Background: an optimization exercise with open tools, aiming at small area, a short achievable clock period and few clock cycles per item. Do not read the settings as production practice.
Only simulation tests tie the RTL to the original design; equivalence was not proved.
Power figures rest on the tool's default switching activity, not on a simulated workload.

File: flow/config.mk
export PLATFORM = sky130hd
export DESIGN_NAME = mul_div_unit
export DESIGN_NICKNAME = mul_div_unit
export VERILOG_FILES = /design/flow/design.v
export SDC_FILE = /design/flow/constraint.sdc
export NUM_CORES = 4
export LEC_CHECK = 0
export CAP_MARGIN = 20
export CORE_MARGIN = 2
export CORE_UTILIZATION = 40
export CTS_BUF_LIST = sky130_fd_sc_hd__clkbuf_8
export CTS_CLUSTER_DIAMETER = 50
export CTS_CLUSTER_SIZE = 14
export SLEW_MARGIN = 20
File: flow/constraint.sdc
create_clock -name core_clock -period 5.0 [get_ports {Clk}]
set_input_delay 1.0000 -clock core_clock [delete_from_list [all_inputs] [get_ports {Clk}]]
set_output_delay 1.0000 -clock core_clock [all_outputs]
set_load 0.01 [all_outputs]
File: flow/design.v
module mul_div_unit #(
    parameter int WIDTH = 64
) (
    input  logic             Clk,
    input  logic             Reset,
    input  logic             Start,
    input  logic [2:0]       Op,
    input  logic [WIDTH-1:0] BusA,
    input  logic [WIDTH-1:0] BusB,
    input  logic [4:0]       DestReg,
    output logic             Busy,
    output logic             Done,
    output logic [WIDTH-1:0] Result,
    output logic [4:0]       RW,
    output logic             RegWr
);
    localparam int CW = $clog2(WIDTH);        
    localparam logic [2:0] OP_MUL   = 3'b000;
    localparam logic [2:0] OP_UMULH = 3'b001;
    localparam logic [2:0] OP_SMULH = 3'b010;
    localparam logic [2:0] OP_UDIV  = 3'b011;
    localparam logic [2:0] OP_SDIV  = 3'b100;
    function automatic logic [CW-1:0] topbit(input logic [WIDTH-1:0] v);
        logic [CW-1:0] z [WIDTH];
        logic          nz [WIDTH];
        logic [CW-1:0] zh, zl;
        logic          nh, nl;
        for (int i = 0; i < WIDTH; i++) begin
            nz[i] = v[i];
            z[i]  = '0;
        end
        for (int l = 0; l < CW; l++) begin
            for (int i = 0; i < (WIDTH >> (l + 1)); i++) begin
                nh = nz[2*i+1]; zh = z[2*i+1];
                nl = nz[2*i];   zl = z[2*i];
                nz[i] = nh | nl;
                z[i]  = nh ? zh : (zl | (1 << l));
            end
        end
        topbit = nz[0] ? ~z[0] : '0;
    endfunction
    function automatic logic ones_run(input logic [WIDTH-1:0] v);
        logic r;
        r = 1'b1;
        for (int i = 0; i < WIDTH - 1; i++) if (v[i+1] && !v[i]) r = 1'b0;
        ones_run = r;
    endfunction
    function automatic logic shorter(input logic [WIDTH-1:0] p, input logic [WIDTH-1:0] q);
        logic [WIDTH-1:0] above;     
        above[WIDTH-1] = p[WIDTH-1];
        for (int i = WIDTH - 2; i >= 0; i--) above[i] = above[i+1] | p[i];
        shorter = |(q & ~above);
    endfunction
    logic             r_busy;      
    logic             r_done;      
    logic             r_first;     
    logic             r_prep;      
    logic             r_div;       
    logic             r_negq;      
    logic             r_selhi;     
    logic             r_swap;      
    logic             r_msg;       
    logic             r_inv;       
    logic             r_rs;        
    logic             r_ax;        
    logic             r_ay;        
    logic             r_e;         
    logic             r_dbit;      
    logic [CW-1:0]    r_cnt;       
    logic [CW-1:0]    r_ta, r_tb;  
    logic             r_ea, r_eb;  
    logic             r_nza;       
    logic             r_nzb;       
    logic             r_hsg;       
    logic             r_force;     
    logic             r_fval;
    logic             r_sb;        
    logic [4:0]       r_rw;
    logic [WIDTH-1:0] r_x;         
    logic [WIDTH-1:0] r_y;         
    logic [WIDTH-1:0] r_lo;        
    logic [WIDTH-1:0] r_hi;        
    logic             w_is_mul, w_is_div, w_msgn, w_dsgn;
    logic             w_sa, w_sb, w_nza, w_nzb;
    logic [WIDTH-1:0] w_va, w_vb;
    logic             w_swap, w_zero, w_first_neg;
    assign w_is_mul = (Op == OP_MUL) || (Op == OP_UMULH) || (Op == OP_SMULH);
    assign w_is_div = (Op == OP_UDIV) || (Op == OP_SDIV);
    assign w_msgn   = (Op == OP_MUL) || (Op == OP_SMULH);
    assign w_dsgn   = (Op == OP_SDIV);
    assign w_sa  = (w_msgn || w_dsgn) && BusA[WIDTH-1];
    assign w_sb  = (w_msgn || w_dsgn) && BusB[WIDTH-1];
    assign w_va  = BusA ^ {WIDTH{w_sa}};
    assign w_vb  = BusB ^ {WIDTH{w_sb}};
    assign w_nza = |w_va;
    assign w_nzb = |w_vb;
    assign w_swap      = w_is_mul && shorter(w_vb, w_va);
    assign w_first_neg = w_swap ? w_sb : w_sa;
    assign w_zero = !(w_is_mul || w_is_div)
                 || (w_is_mul && ((!w_nza && !w_sa) || (!w_nzb && !w_sb)))
                 || (w_is_div && (!w_nzb && !w_sb))
                 || (w_is_div && (!w_nza && !w_sa));
    logic [CW-1:0]    w_cnt0, w_cnt;
    logic [CW:0]      w_lena, w_lenb;
    logic             w_dzero;
    assign w_cnt0  = (r_swap ? r_tb : r_ta) + (r_swap ? r_eb : r_ea);
    assign w_cnt   = r_first ? w_cnt0 : r_cnt;
    assign w_lena  = {1'b0, r_ta} + r_ea;
    assign w_lenb  = r_nzb ? ({1'b0, r_tb} + 1'b1) : {{CW{1'b0}}, r_sb};
    assign w_dzero = r_first && r_div && (w_lena + 1'b1 < w_lenb);
    logic [CW+1:0]    w_plen;
    logic             w_hzero;
    assign w_plen  = (r_nza ? {2'b0, r_ta} + 1'b1 : '0) + (r_nzb ? {2'b0, r_tb} + 1'b1 : '0);
    assign w_hzero = r_first && !r_div && r_selhi && (w_plen <= (r_msg ? 62 : 64));
    logic [WIDTH-1:0] w_add_a, w_add_b;
    logic             w_cin;
    logic [WIDTH:0]   w_sum;
    logic             w_c, w_rs, w_q;
    logic [WIDTH-1:0] w_hi_next, w_lo_next;
    logic             w_last;
    logic             w_nbit;
    assign w_add_a = {r_lo[WIDTH-2:0], r_div & r_dbit};
    assign w_add_b = ((r_x & {WIDTH{r_ax}}) | (r_y & {WIDTH{r_ay}})) ^ {WIDTH{r_inv}};
    assign w_cin   = r_inv;
    logic [WIDTH-1:0] w_g [CW+1];
    logic [WIDTH-1:0] w_p [CW+1];
    logic [WIDTH-1:0] w_p0;
    always_comb begin
        w_p0      = w_add_a ^ w_add_b;
        w_g[0]    = w_add_a & w_add_b;
        w_p[0]    = w_p0;
        w_g[0][0] = w_g[0][0] | (w_p0[0] & w_cin);
        for (int l = 0; l < CW; l++) begin
            w_g[l+1] = w_g[l];
            w_p[l+1] = w_p[l];
            for (int i = 0; i < WIDTH; i++) begin
                if ((i >> l) & 1) begin
                    w_g[l+1][i] = w_g[l][i] | (w_p[l][i] & w_g[l][((i >> l) << l) - 1]);
                    w_p[l+1][i] = w_p[l][i] & w_p[l][((i >> l) << l) - 1];
                end
            end
        end
    end
    assign w_sum = {w_g[CW][WIDTH-1], w_p0 ^ {w_g[CW][WIDTH-2:0], w_cin}};
    assign w_c   = w_sum[WIDTH];
    assign w_rs      = r_lo[WIDTH-1] ^ r_sb ^ r_inv ^ w_c;
    assign w_q       = !w_rs && !r_prep;
    assign w_lo_next = w_sum[WIDTH-1:0];
    logic             w_b0, w_flip;
    logic [WIDTH-1:0] w_ht, w_hm;
    assign w_b0   = r_div ? (w_q ^ r_negq) : r_lo[WIDTH-1];
    assign w_flip = r_div ? (r_negq && w_last) : (w_c ^ r_e);
    always_comb begin
        w_ht    = {r_hi[WIDTH-2:0] ^ {(WIDTH-1){r_e}}, 1'b1};
        w_hm[0] = 1'b1;
        for (int i = 1; i < WIDTH; i++) w_hm[i] = w_hm[i-1] & w_ht[i-1];
    end
    assign w_hi_next = {r_hi[WIDTH-2:0], w_b0}
                     ^ (w_hm & {WIDTH{w_flip}} & {{(WIDTH-1){w_b0 ^ r_e}}, 1'b1});
    assign w_last = (w_cnt == '0) && !r_prep;
    assign w_nbit = !w_last && (r_swap ? r_y[w_cnt - 1'b1] : r_x[w_cnt - 1'b1]);
    always_ff @(posedge Clk or posedge Reset) begin
        if (Reset) begin
            r_busy <= 1'b0;
            r_done <= 1'b0;
        end else if (!r_busy) begin
            r_done <= Start && w_zero;
            r_busy <= Start && !w_zero;
        end else if (w_last || w_dzero || w_hzero) begin
            r_busy <= 1'b0;
            r_done <= 1'b1;
        end
    end
    always_ff @(posedge Clk) begin
        if (!r_busy) begin
            if (Start) begin
                r_rw    <= DestReg;
                r_first <= 1'b1;
                r_div   <= w_is_div;
                r_negq  <= w_dsgn && (w_sa ^ w_sb);
                r_selhi <= (Op != OP_MUL);
                r_swap  <= w_swap;
                r_msg   <= w_msgn;
                r_prep  <= w_dsgn && BusA[WIDTH-1];
                r_y     <= BusB;
                r_ta    <= topbit(w_va);
                r_tb    <= topbit(w_vb);
                r_ea    <= w_nza && w_sa && (!w_is_div || ones_run(w_va));
                r_eb    <= w_nzb && w_sb;
                r_nza   <= w_nza;
                r_nzb   <= w_nzb;
                r_hsg   <= (Op == OP_SMULH) && (w_sa ^ w_sb);
                r_sb    <= w_sb;
                r_ax    <= (w_is_mul && w_swap) || (w_dsgn && BusA[WIDTH-1]);
                r_ay    <= (w_is_div && !(w_dsgn && BusA[WIDTH-1])) || (w_is_mul && !w_swap);
                r_inv   <= w_is_div ? (!w_sb || BusA[WIDTH-1]) : w_first_neg;
                r_e     <= w_is_mul && ((w_msgn && (w_swap ? BusA[WIDTH-1] : BusB[WIDTH-1])) ^ w_first_neg);
                r_dbit  <= !(w_dsgn && BusA[WIDTH-1]);
                r_rs    <= 1'b0;
            end
        end else if (r_prep) begin
            r_prep <= 1'b0;
            r_ax   <= 1'b0;
            r_ay   <= 1'b1;
            r_inv  <= !r_sb;
            r_dbit <= 1'b1;
        end else begin
            r_first <= 1'b0;
            r_cnt   <= w_cnt - 1'b1;
            r_dbit  <= w_nbit;
            if (r_div) begin
                r_rs  <= w_rs;
                r_inv <= w_rs ^ !r_sb;
            end else begin
                r_ax  <= r_swap && w_nbit;
                r_ay  <= !r_swap && w_nbit;
                r_inv <= 1'b0;
                r_e   <= w_nbit && r_msg && (r_swap ? r_x[WIDTH-1] : r_y[WIDTH-1]);
            end
        end
    end
    always_ff @(posedge Clk) begin
        if (!r_busy) begin
            if (Start) r_x <= BusA;
        end else if (r_prep) begin
            r_x <= w_sum[WIDTH-1:0];
        end
    end
    always_ff @(posedge Clk) begin
        if (!r_busy) begin
            r_lo <= '0;
            r_hi <= {WIDTH{w_dsgn && (w_sa ^ w_sb) && !w_zero}};
        end else begin
            r_lo <= r_prep ? '0 : w_lo_next;
            r_hi <= w_hi_next;
        end
    end
    assign Busy   = r_busy;
    assign Done   = r_done;
    always_ff @(posedge Clk) begin
        if (!r_busy) begin
            r_force <= 1'b0;
        end else if (r_first) begin
            r_force <= w_dzero || w_hzero;
            r_fval  <= w_hzero && r_hsg;
        end
    end
    assign Result = r_force ? {WIDTH{r_fval}} : (r_selhi ? r_hi : r_lo);
    assign RW     = r_rw;
    assign RegWr  = r_done && (r_rw != 5'd31);
endmodule
File: flow/run.sh
#!/bin/bash
# synth_recipe.tcl (not shown) runs the flow's synth.tcl, then flattens the netlist and writes it again
# the make line also repeats each setting of config.mk as NAME=value (left out here)
make -C /OpenROAD-flow-scripts/flow DESIGN_CONFIG=/design/flow/config.mk WORK_HOME=/design/flow/orfs CLKGATE_MAP_FILE= SYNTH_SCRIPT=/design/flow/synth_recipe.tcl finish
==> results of run 1 <==
per-stage QoR:
step | cells | setup WS (ns) | hold slack, ns | area, µm² | TNS, ns
after CTS | 3996 | 0.137 | 0.451 | 29500 | 0
after global routing | 3997 | 0.00138 | 0.463 | 29500 | 0
after floorplan | 2917 | 0.197 | 0.417 | 24900 | 0
final | 3999 | 0.250 | 0.452 | 29500 | 0
after detailed placement | 3931 | -0.0351 | 0.434 | 28600 | -0.0990
after global placement | 3931 | 0.0158 | 0.433 | 28600 | 0
kinds of logic (layout without fill, tap and decap cells):
logic type               count (synthesis)  count (layout)
AO/OA/AOI/OAI                          792             792
adder cells (fa/ha/maj)                 95              95
flip-flops                             301             301
buffers and inverters                  318             560
AND/OR/NAND/NOR                       1062            1062
other                                    0               3
multiplexers                           151             151
XOR/XNOR                               198             198
layout by cell type (no fill, tap or decap), drive strengths merged, types with 92 or more instances in the layout:
cell,Yosys,routed
nor2,240,240
clkdlybuf4s50,0,210
edfxtp,169,169
buf,65,169
a21oi,156,156
o21ai,171,171
xnor2,145,145
dfxtp,130,130
inv,114,124
nand2,230,230
nor2b,92,92
nand3,117,117
a211oi,93,93
per-layer routing:
| metal | routed length [µm] | vias up | global-route usage [%] |
|---|---|---|---|
| li1 | - | 11245 | - |
| met1 | 42600 | 11860 | 41.3 |
| met2 | 43400 | 1101 | 46.8 |
| met3 | 7310 | 153 | 3.45 |
| met4 | 3650 | 0 | 11.1 |
| met5 | 0 | - | 0 |
sequential cells by signal (all words and copies together), names as in the netlist, 5 cells and up:
name,cells
r_cnt,6
r_y,64
r_x,64
r_ta,6
r_rw,5
r_lo,64
r_tb,6
r_hi,64
final cells by class:
cell class / instances / area share [%]
diodes: 3 / 0.0254
repair buffers: 379 / 11.8
clock buffers: 41 / 1.91
clock inverters: 24 / 1.00
multi-input cells: 2298 / 54.0
flip-flops and latches: 301 / 26.2
well taps: 837 / 3.55
inverters: 116 / 1.48
path summary, 6_finish.rpt:
path | endpoint | depth (start not counted)
worst max-delay path | r_hi[25] | 17
worst max register to register | r_hi[25] | 17
worst min register to register | r_lo[63] | 1
worst min-delay path | r_lo[63] | 1
max in group asynchronous | r_busy | 2
min in group asynchronous | r_busy | 2
power by group through the flow:
stage / clock, µW / sequential (µW) / combinational, µW
final: 2100 / 4590 / 13300
after global routing: 2240 / 4680 / 14500
after CTS: 2140 / 4560 / 13100
after detailed placement: 0 / 4610 / 13100
after global placement: 0 / 4580 / 12800
after floorplan: 0 / 4300 / 9180
==> results.cfg, run 1 <==
[outcome]
status = complete, no violations

[floorplanning]
die_w_um = 253
rows = 91
fp.dieArea_um2 = 64100
ios = 211
core_area_um2 = 61600
start_util_pct = 40.3
chipHeight_um = 253

[synthesis]
synthSimpleGateAreaFrac_pct = 22.0
synth-xor-area-share_pct = 6.98
synthDistinctLibCells = 106
synth-main-ff-cell = edfxtp_1
muxShareOfSynthArea_pct = 8.53
synth_edf_count = 169
netlist_instances = 2917
yosysSeqAreaShare_pct = 31.1
netlist.area_leader.share_pct = 20.4
synth_area_leaders = edfxtp_1 (20%), dfxtp_1 (10%), xnor2_1 (5.1%)
syn_area_per_cell_um2 = 8.52
synth_most_common_cell = nor2_1
async_flop_share_pct = 0.664
synth_seq_cells = 301
synth_compound_area_share_pct = 21.4
syn_area_um2 = 24900
yosys-top-cells-count = nor2_1 (239), nand2_1 (229), edfxtp_1 (169)
syn_nets = 3151
synth_top_family_by_area = simple AND/OR/NAND/NOR gates
synth_warnings = 7
synthAdderAreaFrac_pct = 4.99
synth_top_area_cell = edfxtp_1

[timing]
drv_slew = 0
fin_crit_ns = 4.75
setup_viol = 0
min_period_over_period_pct = 95.0
fmax_mhz = 211
slew_headroom_pct = 26.3
finalHoldViolations = 0
grt_setup_unrepaired = false
max_slew.worst_pin.slew_ns = 1.11
clock_skew_ns = 0.0281

[critical_path]
cpPeakStageDelay_ns = 0.45
endpoint_kind = flip-flop
r2r_start = r_inv
required_ns = 5.49
slowest_stage = mux2i_2
crit_family = compound AO/OA/AOI/OAI gates
cp-startpoint = r_inv
start_kind = flip-flop
timing_worst_setup_path_type = flip-flop to flip-flop
critPathBufInv = 3
crit_fanout = 23
rrSetupSlack_ns = 0.25
worst_ep_arrival_time_ns = 5.24
cp_cell_sequence = buf_12 -> buf_4 -> xnor2_1 -> ha_1 -> a211oi_2 -> nor2_1 -> o41ai_2 -> o21ai_1 -> a311o_1 -> or3b_1 -> o2111ai_2 -> o21ai_1 -> nand3_4 -> buf_12 -> mux2i_2 -> mux2i_1 -> a311o_1

[min_path]
hp-start = r_prep
hold_path.class = flip-flop to flip-flop

[grt]
grt_usage_pct = 29.6
grt_start_max_net_pins = 129
grt_overflow = 0
grt_pass1_vias = 23059
antenna_found_initial = 3
grt_pass1_wl_um = 144000

[pwr]
p_clk_share_pct = 10.5
internal-power_uw = 10700
p_total_uw = 20000
leakagePower_uw = 0.0110
pwr-share-comb_pct = 66.6
pwr-share-seq_pct = 22.9
irDropWorstVdd_uv = 326
p_sw_uw = 9280
p_per_area_nw_per_um2 = 678
netSwitchingFraction_pct = 46.4

[detailed_routing]
routedWlPerCell_um = 24.2
route.detailed.vias_per_inst = 6.09
dr_total_vias = 24359
first_pass_iters = 6
drt_iter0_drc = 2493
drc = 0
drt_wl_total_um = 97000
postRouteAntennaNets = 0

[clocking]
numCtsBuffers = 37
htreeDepth = 2
numClockSinks = 301
ctsResizeCount = 0
cts_buffer_depth = 3
cts_hold_buf = 0
tritoncts = built
post-cts-setup-buffers = 0
clk_pin_slew_ns = 0.08
clk_latency_ns = 0.61
root_buffer = clkbuf_8

[cells_and_area]
n_fill_cell = 5976
final_net_count = 3367
seqCellArea_um2 = 7730
drive_above_1_share_pct = 12.1
multi_input_area_um2 = 16000
syn2layout_area_growth_pct = 18.8
fin_util_pct = 47.9

[placed_design]
io_buffer_count = 210
gp_congestion = 1.00
dpl.hpwl_um = 76100

[flow_run]
drv_cap = 0
Testbench counts, summed over its fixed seeds: cycles 46,999, items 4,000.
==> run 2: changes to the inputs <==
--- a/flow/design.v
+++ b/flow/design.v
@@ -72,8 +72,7 @@
     logic             r_nza;       
     logic             r_nzb;       
     logic             r_hsg;       
-    logic             r_force;     
-    logic             r_fval;
+    logic             r_d1;        
     logic             r_sb;        
     logic [4:0]       r_rw;
     logic [WIDTH-1:0] r_x;         
@@ -84,6 +83,7 @@
     logic             w_sa, w_sb, w_nza, w_nzb;
     logic [WIDTH-1:0] w_va, w_vb;
     logic             w_swap, w_zero, w_first_neg;
+    logic             w_bm1, w_d1;
     assign w_is_mul = (Op == OP_MUL) || (Op == OP_UMULH) || (Op == OP_SMULH);
     assign w_is_div = (Op == OP_UDIV) || (Op == OP_SDIV);
     assign w_msgn   = (Op == OP_MUL) || (Op == OP_SMULH);
@@ -100,6 +100,8 @@
                  || (w_is_mul && ((!w_nza && !w_sa) || (!w_nzb && !w_sb)))
                  || (w_is_div && (!w_nzb && !w_sb))
                  || (w_is_div && (!w_nza && !w_sa));
+    assign w_bm1 = w_dsgn && (BusB == {WIDTH{1'b1}});
+    assign w_d1  = w_is_div && (BusB == {{(WIDTH-1){1'b0}}, 1'b1} || w_bm1);
     logic [CW-1:0]    w_cnt0, w_cnt;
     logic [CW:0]      w_lena, w_lenb;
     logic             w_dzero;
@@ -166,7 +168,7 @@
         end else if (!r_busy) begin
             r_done <= Start && w_zero;
             r_busy <= Start && !w_zero;
-        end else if (w_last || w_dzero || w_hzero) begin
+        end else if (w_last || w_dzero || w_hzero || (r_first && r_d1)) begin
             r_busy <= 1'b0;
             r_done <= 1'b1;
         end
@@ -178,10 +180,11 @@
                 r_first <= 1'b1;
                 r_div   <= w_is_div;
                 r_negq  <= w_dsgn && (w_sa ^ w_sb);
-                r_selhi <= (Op != OP_MUL);
+                r_selhi <= (Op != OP_MUL) && !w_d1;
+                r_d1    <= w_d1;
                 r_swap  <= w_swap;
                 r_msg   <= w_msgn;
-                r_prep  <= w_dsgn && BusA[WIDTH-1];
+                r_prep  <= w_dsgn && BusA[WIDTH-1] && !w_d1;
                 r_y     <= BusB;
                 r_ta    <= topbit(w_va);
                 r_tb    <= topbit(w_vb);
@@ -191,11 +194,11 @@
                 r_nzb   <= w_nzb;
                 r_hsg   <= (Op == OP_SMULH) && (w_sa ^ w_sb);
                 r_sb    <= w_sb;
-                r_ax    <= (w_is_mul && w_swap) || (w_dsgn && BusA[WIDTH-1]);
-                r_ay    <= (w_is_div && !(w_dsgn && BusA[WIDTH-1])) || (w_is_mul && !w_swap);
-                r_inv   <= w_is_div ? (!w_sb || BusA[WIDTH-1]) : w_first_neg;
+                r_ax    <= (w_is_mul && w_swap) || (w_dsgn && BusA[WIDTH-1]) || w_d1;
+                r_ay    <= (w_is_div && !(w_dsgn && BusA[WIDTH-1]) && !w_d1) || (w_is_mul && !w_swap);
+                r_inv   <= w_d1 ? w_bm1 : w_is_div ? (!w_sb || BusA[WIDTH-1]) : w_first_neg;
                 r_e     <= w_is_mul && ((w_msgn && (w_swap ? BusA[WIDTH-1] : BusB[WIDTH-1])) ^ w_first_neg);
-                r_dbit  <= !(w_dsgn && BusA[WIDTH-1]);
+                r_dbit  <= !(w_dsgn && BusA[WIDTH-1]) && !w_d1;
                 r_rs    <= 1'b0;
             end
         end else if (r_prep) begin
@@ -232,20 +235,12 @@
             r_hi <= {WIDTH{w_dsgn && (w_sa ^ w_sb) && !w_zero}};
         end else begin
             r_lo <= r_prep ? '0 : w_lo_next;
-            r_hi <= w_hi_next;
+            r_hi <= (w_dzero || w_hzero) ? {WIDTH{w_hzero && r_hsg}} : w_hi_next;
         end
     end
     assign Busy   = r_busy;
     assign Done   = r_done;
-    always_ff @(posedge Clk) begin
-        if (!r_busy) begin
-            r_force <= 1'b0;
-        end else if (r_first) begin
-            r_force <= w_dzero || w_hzero;
-            r_fval  <= w_hzero && r_hsg;
-        end
-    end
-    assign Result = r_force ? {WIDTH{r_fval}} : (r_selhi ? r_hi : r_lo);
+    assign Result = r_selhi ? r_hi : r_lo;
     assign RW     = r_rw;
     assign RegWr  = r_done && (r_rw != 5'd31);
 endmodule
--- a/flow/config.mk
+++ b/flow/config.mk
@@ -11,4 +11,6 @@
 export CTS_BUF_LIST = sky130_fd_sc_hd__clkbuf_8
 export CTS_CLUSTER_DIAMETER = 50
 export CTS_CLUSTER_SIZE = 14
+export PLACE_DENSITY = 0.75
+export SETUP_SLACK_MARGIN = 0.5
 export SLEW_MARGIN = 20
==> results.cfg, run 2 <==
[pwr]
internal-power_uw = 11100
pwr-share-comb_pct = 67.8
netSwitchingFraction_pct = 47.1
irDropWorstVdd_uv = 421
p_sw_uw = 9870
pwr-share-seq_pct = 22.0
p_clk_share_pct = 10.2
p_per_area_nw_per_um2 = 671
leakagePower_uw = 0.0118
p_total_uw = 21000

[synthesis]
netlist.area_leader.share_pct = 20.3
synth_area_leaders = edfxtp_1 (20%), dfxtp_1 (10%), xnor2_1 (5.8%)
synth_top_area_cell = edfxtp_1
yosysSeqAreaShare_pct = 30.9
synth_most_common_cell = nor2_1
synth_seq_cells = 300
synth_warnings = 7
synth_edf_count = 169
synth-main-ff-cell = edfxtp_1
syn_area_um2 = 25000
netlist_instances = 2937
synthDistinctLibCells = 94
syn_nets = 3171
yosys-top-cells-count = nor2_1 (235), nand2_1 (214), clkbuf_1 (169), edfxtp_1 (169), xnor2_1 (165)
async_flop_share_pct = 0.667
syn_area_per_cell_um2 = 8.50

[clocking]
tritoncts = built
clk_latency_ns = 0.66
cts_buffer_depth = 3
root_buffer = clkbuf_8
numClockSinks = 300
numCtsBuffers = 40
clk_pin_slew_ns = 0.09
htreeDepth = 2

[placed_design]
io_buffer_count = 210
gp_congestion = 1.03
dp.cells = 4014
place_ws_ns = -0.0677
dpl.hpwl_um = 76000

[timing]
clock_skew_ns = 0.0404
setup_viol = 0
finalHoldViolations = 0
slew_headroom_pct = 38.8
fmax_mhz = 208
fin_crit_ns = 4.81
setup_slack_ns = 0.186
whs_ns = 0.533
drv_slew = 0
min_period_over_period_pct = 96.3
max_slew.worst_pin.slew_ns = 0.917
grt_setup_unrepaired = true

[min_path]
hold_path.class = input port to asynchronous set/reset pin

[floorplanning]
fp.dieArea_um2 = 64400
ios = 211
core_area_um2 = 61700
die_w_um = 254
start_util_pct = 40.4
rows = 91
chipHeight_um = 254

[grt]
antenna_found_initial = 4
grt_pass1_wl_um = 146000
grt_start_max_net_pins = 119
grt_overflow = 0
grt_pass1_vias = 23923
grt_usage_pct = 29.8

[critical_path]
required_ns = 5.54
cp-startpoint = r_ax
rrSetupSlack_ns = 0.19
endpoint_kind = flip-flop
crit_fanout = 18
r2r_start = r_ax
worst_ep_arrival_time_ns = 5.35
start_kind = flip-flop
timing_worst_setup_path_type = flip-flop to flip-flop

[detailed_routing]
route.detailed.vias_per_inst = 6.28
postRouteAntennaNets = 0
drt_iter0_drc = 2922
routedWlPerCell_um = 24.0
drc = 0
drt_wl_total_um = 99500
first_pass_iters = 6
dr_total_vias = 26046

[cells_and_area]
fin_util_pct = 50.7
syn2layout_area_growth_pct = 25.3
final_net_count = 3511
drive_above_1_share_pct = 18.6
most-common-layout-cells = buf_4 (277), nor2_1 (232), nand2_1 (212)
final_cells = 4148
final_common_cell = buf_4

[outcome]
status = complete, no violations

[flow_run]
drv_cap = 0
## run 2: worst max-delay path: stages, from the launching register on
cell and delay (ns):
edfxtp_1 0.40, buf_8 0.17, buf_4 0.22, a22oi_1 0.26, xnor2_1 0.12, ha_1 0.37
nand2_2 0.14, a21oi_1 0.09, o221ai_2 0.28, a31oi_4 0.15, buf_4 0.17, a22oi_2 0.22
a211oi_4 0.12, or4_4 0.59, o211a_4 0.17, or3_4 0.45, buf_12 0.15, buf_16 0.14
buf_6 0.13, buf_4 0.13, o211ai_1 0.16, nand3_1 0.08
## run 2: metrics by stage
stage	area [µm²]	setup TNS (ns)
2_1_floorplan	25000	0
3_3_place_gp	29300	0
3_5_place_dp	29300	-0.224
4_1_cts	30800	0
5_1_grt	31300	0
6_report	31300	0
## run 2: layer usage
metal / wire [µm] / share of wire (%) / global-route usage, % / up-vias
met5: 11 / 0.011 / 0 / -
met4: 5820 / 5.8 / 15.7 / 2
met3: 11200 / 11 / 5.81 / 252
met2: 42400 / 43 / 44.5 / 1633
met1: 40000 / 40 / 40.7 / 12363
li1: - / - / - / 11796
## run 2: path summary, 6_finish.rpt
check	endpoint	cells after the start
min	r_busy	2
max reg2reg	r_hi[27]	21
max in group asynchronous	r_busy	2
min reg2reg	r_hi[21]	2
min in group core_clock	r_hi[21]	2
max	r_hi[27]	21
## run 2: cell type report
cell class / instances / area [µm²]
fillers: 5734 / 30400
multi-input cells: 2292 / 16500
flip-flops and latches: 300 / 7710
repair buffers: 513 / 4650
well taps: 837 / 1050
clock buffers: 43 / 592
inverters: 130 / 489
clock inverters: 31 / 285
diodes: 2 / 5.00
## run 2: cell families (layout without fill, tap and decap cells)
logic type / Yosys count / count (layout) / synth area share, %
adders and majority gates: 95 / 95 / 4.97
DFF: 300 / 300 / 30.9
muxes: 150 / 150 / 8.46
and+or+nand+nor: 1021 / 1021 / 21.0
AOI/OAI and AO/OA: 835 / 836 / 22.7
buffers and inverters: 346 / 717 / 5.34
xor gates and xnor gates: 190 / 190 / 6.67
other: 0 / 2 / 0
## run 2: power by group through the flow
stage / clock network (µW) / registers [µW] / logic, µW
2_1_floorplan: 0 / 4180 / 8610
3_3_place_gp: 0 / 4570 / 12000
3_5_place_dp: 0 / 4590 / 12300
4_1_cts: 2150 / 4550 / 13400
5_1_grt: 2220 / 4680 / 15200
6_report: 2140 / 4610 / 14200
## run 2: repair_timing
action | CTS | global route
gates cloned | 3 | 1
pin swaps | 34 | 48
gates resized for setup | 70 | 61
endpoints found under the setup margin | 66 | 84
hold buffers | 0 | 0
setup buffers | 28 | 26
Testbench counts of run 2, summed over its fixed seeds: cycles 46,035, items 4,000.
==> run 3: changes to the inputs <==
--- a/flow/design.v
+++ b/flow/design.v
@@ -72,7 +72,10 @@
     logic             r_nza;       
     logic             r_nzb;       
     logic             r_hsg;       
+    logic             r_force;     
+    logic             r_fval;
     logic             r_d1;        
+    logic             r_al;        
     logic             r_sb;        
     logic [4:0]       r_rw;
     logic [WIDTH-1:0] r_x;         
@@ -83,7 +86,7 @@
     logic             w_sa, w_sb, w_nza, w_nzb;
     logic [WIDTH-1:0] w_va, w_vb;
     logic             w_swap, w_zero, w_first_neg;
-    logic             w_bm1, w_d1;
+    logic             w_bm1, w_d1, w_al;
     assign w_is_mul = (Op == OP_MUL) || (Op == OP_UMULH) || (Op == OP_SMULH);
     assign w_is_div = (Op == OP_UDIV) || (Op == OP_SDIV);
     assign w_msgn   = (Op == OP_MUL) || (Op == OP_SMULH);
@@ -102,6 +105,7 @@
                  || (w_is_div && (!w_nza && !w_sa));
     assign w_bm1 = w_dsgn && (BusB == {WIDTH{1'b1}});
     assign w_d1  = w_is_div && (BusB == {{(WIDTH-1){1'b0}}, 1'b1} || w_bm1);
+    assign w_al  = w_is_div && !w_sa && !w_d1 && !shorter(w_vb, w_va);
     logic [CW-1:0]    w_cnt0, w_cnt;
     logic [CW:0]      w_lena, w_lenb;
     logic             w_dzero;
@@ -159,7 +163,7 @@
     end
     assign w_hi_next = {r_hi[WIDTH-2:0], w_b0}
                      ^ (w_hm & {WIDTH{w_flip}} & {{(WIDTH-1){w_b0 ^ r_e}}, 1'b1});
-    assign w_last = (w_cnt == '0) && !r_prep;
+    assign w_last = ((w_cnt == '0) || (r_first && r_al)) && !r_prep;
     assign w_nbit = !w_last && (r_swap ? r_y[w_cnt - 1'b1] : r_x[w_cnt - 1'b1]);
     always_ff @(posedge Clk or posedge Reset) begin
         if (Reset) begin
@@ -182,6 +186,7 @@
                 r_negq  <= w_dsgn && (w_sa ^ w_sb);
                 r_selhi <= (Op != OP_MUL) && !w_d1;
                 r_d1    <= w_d1;
+                r_al    <= w_al;
                 r_swap  <= w_swap;
                 r_msg   <= w_msgn;
                 r_prep  <= w_dsgn && BusA[WIDTH-1] && !w_d1;
@@ -198,7 +203,7 @@
                 r_ay    <= (w_is_div && !(w_dsgn && BusA[WIDTH-1]) && !w_d1) || (w_is_mul && !w_swap);
                 r_inv   <= w_d1 ? w_bm1 : w_is_div ? (!w_sb || BusA[WIDTH-1]) : w_first_neg;
                 r_e     <= w_is_mul && ((w_msgn && (w_swap ? BusA[WIDTH-1] : BusB[WIDTH-1])) ^ w_first_neg);
-                r_dbit  <= !(w_dsgn && BusA[WIDTH-1]) && !w_d1;
+                r_dbit  <= w_al ? BusA[0] : (!(w_dsgn && BusA[WIDTH-1]) && !w_d1);
                 r_rs    <= 1'b0;
             end
         end else if (r_prep) begin
@@ -231,16 +236,24 @@
     end
     always_ff @(posedge Clk) begin
         if (!r_busy) begin
-            r_lo <= '0;
+            r_lo <= {1'b0, BusA[WIDTH-1:1] & {(WIDTH-1){w_al}}};
             r_hi <= {WIDTH{w_dsgn && (w_sa ^ w_sb) && !w_zero}};
         end else begin
             r_lo <= r_prep ? '0 : w_lo_next;
-            r_hi <= (w_dzero || w_hzero) ? {WIDTH{w_hzero && r_hsg}} : w_hi_next;
+            r_hi <= w_hi_next;
         end
     end
     assign Busy   = r_busy;
     assign Done   = r_done;
-    assign Result = r_selhi ? r_hi : r_lo;
+    always_ff @(posedge Clk) begin
+        if (!r_busy) begin
+            r_force <= 1'b0;
+        end else if (r_first) begin
+            r_force <= w_dzero || w_hzero;
+            r_fval  <= w_hzero && r_hsg;
+        end
+    end
+    assign Result = r_force ? {WIDTH{r_fval}} : (r_selhi ? r_hi : r_lo);
     assign RW     = r_rw;
     assign RegWr  = r_done && (r_rw != 5'd31);
 endmodule
==> results.cfg, run 3 <==
[placed_design]
gp_congestion = 1.07
dpl.hpwl_um = 77200
io_buffer_count = 210

[pwr]
irDropWorstVdd_uv = 424
p_per_area_nw_per_um2 = 625
leakagePower_uw = 0.0113

[cells_and_area]
final_net_count = 3494
n_fill_cell = 5925
drive_above_1_share_pct = 12.8
syn2layout_area_growth_pct = 20.3
most-common-layout-cells = nor2_1 (282), nand2_1 (230), clkdlybuf4s50_1 (210)
final_common_cell = nor2_1
fin_util_pct = 48.7

[timing]
grt_setup_unrepaired = true
whs_ns = 0.513
drv_slew = 0
min_period_over_period_pct = 91.3
fmax_mhz = 219
clock_skew_ns = 0.0539
setup_viol = 0
fin_tns_setup_ns = 0
finalHoldViolations = 0
slew_headroom_pct = 34.8
max_slew.worst_pin.slew_ns = 0.977
fin_crit_ns = 4.57

[critical_path]
crit_family = compound AO/OA/AOI/OAI gates
start_kind = flip-flop
timing_worst_setup_path_type = flip-flop to flip-flop
rr_endpoint = r_hi[52]
required_ns = 5.52
slowest_stage = a2111o_1
reg2reg_depth = 17
endpoint_kind = flip-flop
r2r_start = r_ay
worst_ep_arrival_time_ns = 5.09
critPathBufInv = 3
cp-startpoint = r_ay
rrSetupSlack_ns = 0.43
crit_fanout = 13
cp_cell_sequence = buf_4 -> clkbuf_16 -> a22oi_2 -> xnor2_2 -> ha_1 -> a211o_1 -> a211oi_2 -> o22ai_2 -> or3_4 -> a31o_4 -> a2111o_1 -> nand4_4 -> mux2i_4 -> and2_4 -> buf_12 -> nor4b_1 -> or3_1
cpPeakStageDelay_ns = 0.46

[clocking]
htreeDepth = 2
root_buffer = clkbuf_8
cts_buffer_depth = 3
numCtsBuffers = 42
tritoncts = built
clk_pin_slew_ns = 0.08
cts_hold_buf = 0
clk_latency_ns = 0.67
numClockSinks = 303

[synthesis]
synth_area_leaders = edfxtp_1 (20%), dfxtp_1 (10%), xnor2_1 (5.2%)
async_flop_share_pct = 0.660
synth_seq_cells = 303
yosys-top-cells-count = nor2_1 (285), nand2_1 (232), clkbuf_1 (176)
syn_nets = 3298
netlist.area_leader.share_pct = 20.0
synth_top_area_cell = edfxtp_1
synthDistinctLibCells = 106
syn_area_um2 = 25600
syn_area_per_cell_um2 = 8.36
synth_most_common_cell = nor2_1
yosysSeqAreaShare_pct = 30.4
synth-main-ff-cell = edfxtp_1
synth_warnings = 7
netlist_instances = 3064
synth_edf_count = 171

[detailed_routing]
postRouteAntennaNets = 0
route.detailed.vias_per_inst = 6.38
routedWlPerCell_um = 24.7
first_pass_iters = 7
drc = 0
dr_total_vias = 26413
drt_wl_total_um = 102000
drt_iter0_drc = 4165

[grt]
grt_overflow = 0
grt_start_max_net_pins = 130
grt_pass1_vias = 24017
antenna_found_initial = 4
grt_usage_pct = 29.6
grt_pass1_wl_um = 151000

[floorplanning]
ios = 211
start_util_pct = 40.5
rows = 92
chipHeight_um = 257
core_area_um2 = 63200
fp.dieArea_um2 = 66100
die_w_um = 257

[min_path]
hold_path.class = input port to asynchronous set/reset pin

[outcome]
status = complete, no violations

[flow_run]
drv_cap = 0
run 3: cell type report:
class | count | area (µm²) | area share, %
multi-input combinational | 2395 | 16700 | 54.2
sequential | 303 | 7790 | 25.3
timing repair buffer | 398 | 3880 | 12.6
tap | 846 | 1060 | 3.44
clock buffer | 43 | 592 | 1.92
inverter | 120 | 453 | 1.47
clock inverter | 34 | 332 | 1.08
antenna | 1 | 2.50 | 0.00812
run 3: per-layer routing:
layer / GRT usage (%) / routed length [µm] / vias up
met5: 0 / 12 / -
met4: 13.4 / 5210 / 2
met3: 6.34 / 13300 / 276
met2: 43.0 / 42800 / 1848
met1: 41.9 / 40700 / 12342
li1: - / - / 11945
run 3: worst max path at each step:
| stage | to | slack [ns] | depth (start not counted) |
|---|---|---|---|
| floorplan | r_x[47] | 0.52 | 16 |
| global placement | r_inv | 0.08 | 14 |
| detailed placement | r_inv | 0.1 | 14 |
| CTS | r_hi[52] | 0.50 | 16 |
| global route | r_hi[44] | 0.29 | 17 |
| finish | r_hi[52] | 0.43 | 17 |
run 3: repair_timing:
action,CTS,global route
setup endpoints to repair,59,71
pin swaps,4,14
buffers inserted,2,13
resized for setup,10,52
endpoints found under the hold margin,0,0
gates cloned,0,7
run 3: worst register-to-register path, cell delays in order, from the launching register on:
cell,delay [ns]
edfxtp_1,0.45
buf_4,0.20
clkbuf_16,0.16
a22oi_2,0.19
xnor2_2,0.16
ha_1,0.29
a211o_1,0.30
a211oi_2,0.23
o22ai_2,0.13
or3_4,0.38
a31o_4,0.26
a2111o_1,0.46
nand4_4,0.14
mux2i_4,0.34
and2_4,0.25
buf_12,0.14
nor4b_1,0.05
or3_1,0.32
run 3: power breakdown:
group | switching (µW) | total (µW) | internal [µW] | leakage [µW]
Sequential | 775 | 4460 | 3680 | 0.00270
Combinational | 7000 | 12500 | 5540 | 0.00815
Clock | 1220 | 2250 | 1030 | 0.000482
Total | 8990 | 19200 | 10300 | 0.0113
run 3: metrics by stage:
| step | area [µm²] | std cells | setup slack, ns | power (µW) |
|---|---|---|---|---|
| 2_1_floorplan | 25600 | 3064 | 0.517 | 12400 |
| 3_3_place_gp | 29300 | 4040 | 0.0823 | 15800 |
| 3_5_place_dp | 29300 | 4040 | 0.0993 | 16000 |
| 4_1_cts | 30300 | 4119 | 0.503 | 18400 |
| 5_1_grt | 30800 | 4140 | 0.291 | 20400 |
| 6_report | 30800 | 4140 | 0.435 | 19200 |
run 3: cells by family (layout without fill, tap and decap cells):
kind of cell / Yosys count / after routing / synth area share, %
fa+ha+maj: 95 / 95 / 4.84
flops: 303 / 303 / 30.4
other cells: 0 / 1 / 0
xor+xnor: 190 / 190 / 6.50
buf+inv: 366 / 595 / 5.61
simple gates: 1077 / 1077 / 21.1
compound gates: 920 / 920 / 24.9
mux: 113 / 113 / 6.65
Testbench counts of run 3, summed over its fixed seeds: cycles 44,069, items 4,000.
==> run 4: changes to the inputs <==
--- a/flow/config.mk
+++ b/flow/config.mk
@@ -11,6 +11,4 @@
 export CTS_BUF_LIST = sky130_fd_sc_hd__clkbuf_8
 export CTS_CLUSTER_DIAMETER = 50
 export CTS_CLUSTER_SIZE = 14
-export PLACE_DENSITY = 0.75
-export SETUP_SLACK_MARGIN = 0.5
 export SLEW_MARGIN = 20
==> results.cfg, run 4 <==
[outcome]
status = complete, no violations

[placed_design]
io_buffer_count = 210
dpl.hpwl_um = 84900
dp.cells = 4086
gp_congestion = 1.02

[cells_and_area]
final_net_count = 3534
final_cells = 4191
drive_above_1_share_pct = 13.2
n_fill_cell = 6053
syn2layout_area_growth_pct = 20.8
final_common_cell = nor2_1
most-common-layout-cells = nor2_1 (283), nand2_1 (230), clkdlybuf4s50_1 (210)
diodes = 0

[grt]
antenna_found_initial = 2
grt_pass1_wl_um = 161000
grt_usage_pct = 32.0
grt_overflow = 0
grt_pass1_vias = 24525
grt_start_max_net_pins = 129

[synthesis]
synth-xor-area-share_pct = 6.50
synth_warnings = 7
muxShareOfSynthArea_pct = 6.65
synthSimpleGateAreaFrac_pct = 21.1
synth_most_common_cell = nor2_1
yosysSeqAreaShare_pct = 30.4
synth_edf_count = 171
synth_seq_cells = 303
netlist_instances = 3064
syn_area_per_cell_um2 = 8.36
synth_top_family_by_area = compound AO/OA/AOI/OAI gates
syn_nets = 3298
async_flop_share_pct = 0.660
netlist.area_leader.share_pct = 20.0
synth_top_area_cell = edfxtp_1
synthAdderAreaFrac_pct = 4.84
synthDistinctLibCells = 106
synth_compound_area_share_pct = 24.9
yosys-top-cells-count = nor2_1 (285), nand2_1 (232), clkbuf_1 (176)
synth-main-ff-cell = edfxtp_1
syn_area_um2 = 25600
synth_area_leaders = edfxtp_1 (20%), dfxtp_1 (10%), xnor2_1 (5.2%)

[pwr]
p_clk_share_pct = 14.2
internal-power_uw = 10300
p_total_uw = 19300
netSwitchingFraction_pct = 46.9
p_per_area_nw_per_um2 = 624
leakagePower_uw = 0.0115
irDropWorstVdd_uv = 264
p_sw_uw = 9060
pwr-share-seq_pct = 22.6
pwr-share-comb_pct = 63.3

[detailed_routing]
drt_wl_total_um = 110000
first_pass_iters = 9
route.detailed.vias_per_inst = 6.32
drc = 0
wl_met2_um = 46000
drt_iter0_drc = 3164
dr_total_vias = 26474
dr.max_layer_used = met5
routedWlPerCell_um = 26.2
postRouteAntennaNets = 0
dr_wl_met3_um = 10900
wl_met1_um = 47800

[critical_path]
crit_family = compound AO/OA/AOI/OAI gates
worst_ep_arrival_time_ns = 5.46
start_kind = flip-flop
cp_common_cell = buf_4
cpPeakStageDelay_ns = 0.52
slowest_stage = or4_1
required_ns = 5.64
endpoint_kind = flip-flop
crit_fanout = 49
critPathBufInv = 3
cp_cell_sequence = buf_12 -> buf_4 -> a22oi_1 -> xnor2_1 -> ha_1 -> o21a_1 -> a211oi_1 -> o22ai_1 -> or3_1 -> a31o_2 -> a2111o_1 -> nand4_2 -> mux2i_2 -> and2_2 -> buf_4 -> or4_1 -> nand3_1
timing_worst_setup_path_type = flip-flop to flip-flop

[clocking]
clk_pin_slew_ns = 0.08
root_buffer = clkbuf_8
numCtsBuffers = 53
clk_latency_ns = 0.72
numClockSinks = 303
tritoncts = built
htreeDepth = 2
cts_buffer_depth = 3

[timing]
fin_crit_ns = 4.82
clock_skew_ns = 0.0312
slew_headroom_pct = 36.6
drv_slew = 0
max_slew.worst_pin.slew_ns = 0.951
setup_viol = 0
fin_tns_setup_ns = 0
min_period_over_period_pct = 96.4
finalHoldViolations = 0
fmax_mhz = 207

[floorplanning]
rows = 92
chipHeight_um = 257
core_area_um2 = 63200
start_util_pct = 40.5
fp.dieArea_um2 = 66100
ios = 211
die_w_um = 257

[min_path]
hold_path.class = input port to asynchronous set/reset pin

[flow_run]
drv_cap = 0
-- run 4: cell count changes in the layout (fill, tap and decap cells not counted), moves of 8 or more --
cell | previous run | this run
buf_4 | 158 | 197
clkbuf_8 | 43 | 55
a22oi_1 | 63 | 73
a22oi_2 | 11 | 1
o21ai_0 | 164 | 173
o21ai_1 | 9 | 1
-- run 4: power groups by stage --
stage	clock network, µW	registers [µW]	logic, µW
finish	2730	4360	12200
detailed placement	0	4360	11900
floorplan	0	4050	8320
CTS	2770	4310	12000
global route	2860	4420	13200
global placement	0	4340	11600
-- run 4: kinds of logic (layout without fill, tap and decap cells) --
family	Yosys count	after routing
mux	113	113
buf+inv	366	645
simple gates	1077	1079
xor+xnor	190	190
fa+ha+maj	95	95
flops	303	303
compound gates	920	920
-- run 4: final cells by class --
type	instances	area [µm²]	area share [%]
multi-input cells	2397	16500	53.3
flip-flops and latches	303	7790	25.2
repair buffers	425	3940	12.7
well taps	846	1060	3.42
clock buffers	55	757	2.45
clock inverters	45	455	1.47
inverters	120	453	1.46
-- run 4: per-layer routing --
| layer | up-vias | track usage (%) |
|---|---|---|
| met1 | 12740 | 45.9 |
| met4 | 4 | 12.7 |
| li1 | 12015 | - |
| met5 | - | 0 |
| met2 | 1480 | 46.9 |
| met3 | 235 | 6.28 |
-- run 4: final timing paths --
kind                            endpoint  startpoint  depth (start not counted)  slack [ns]
worst min-delay path              r_busy       Reset                          2        0.45
worst max register to register  r_hi[39]        r_ax                         17        0.18
min in group core_clock          r_force     r_force                          2        0.53
worst min register to register   r_force     r_force                          2        0.53
worst max-delay path            r_hi[39]        r_ax                         17        0.18
max in group asynchronous         r_busy       Reset                          2        4.43
-- run 4: timing repair --
item                       CTS  global route
buffers inserted             0             3
setup endpoints to repair    0            26
resized for setup            0             6
hold buffers                 0             0
-- run 4: stage by stage --
step | hold WS (ns) | setup WS (ns) | area (µm²) | util, %
after CTS | 0.395 | 0.147 | 30900 | 48.9
after floorplan | 0.479 | 0.341 | 25600 | -
after detailed placement | 0.513 | 0.0342 | 29700 | 46.9
final | 0.449 | 0.178 | 31000 | 49.0
after global placement | 0.512 | 0.154 | 29700 | 46.9
after global routing | 0.442 | -0.00540 | 31000 | 49.0

[port drivers added, routing unchanged]
In the flow no input, the clock included, has a driving cell. The finished layouts below were timed again as built, in two steps.
Step 1, drivers: a clkbuf_16 drives Clk and a buf_2 each remaining input, both assumed.
Step 2, shift: input delay + t, output delay - t, t = (earliest + latest rising clock arrival at the registers) / 2. This alone moves slack from input paths to output paths.
Three values: ideal, step 1, step 2; two values: the first two.
run	t, ns	setup WS [ns]	worst setup path after step 2	slew at the worst register clock pin (ns)
run 1	0.659	0.250 / 0.250 / -0.088	input to register	0.10 / 0.10
run 2	0.697	0.186 / 0.186 / 0.019	input to register	0.10 / 0.10
run 3	0.709	0.435 / 0.435 / -0.033	input to register	0.09 / 0.09
run 4	0.760	0.178 / 0.178 / -0.044	input to register	0.08 / 0.08
With both steps, setup timing fails in run 1, run 3 and run 4, where it was met with ideal ports. The setup slack of run 3, which loses most, moves by 0.000 ns with the drivers and by -0.468 ns with both steps.
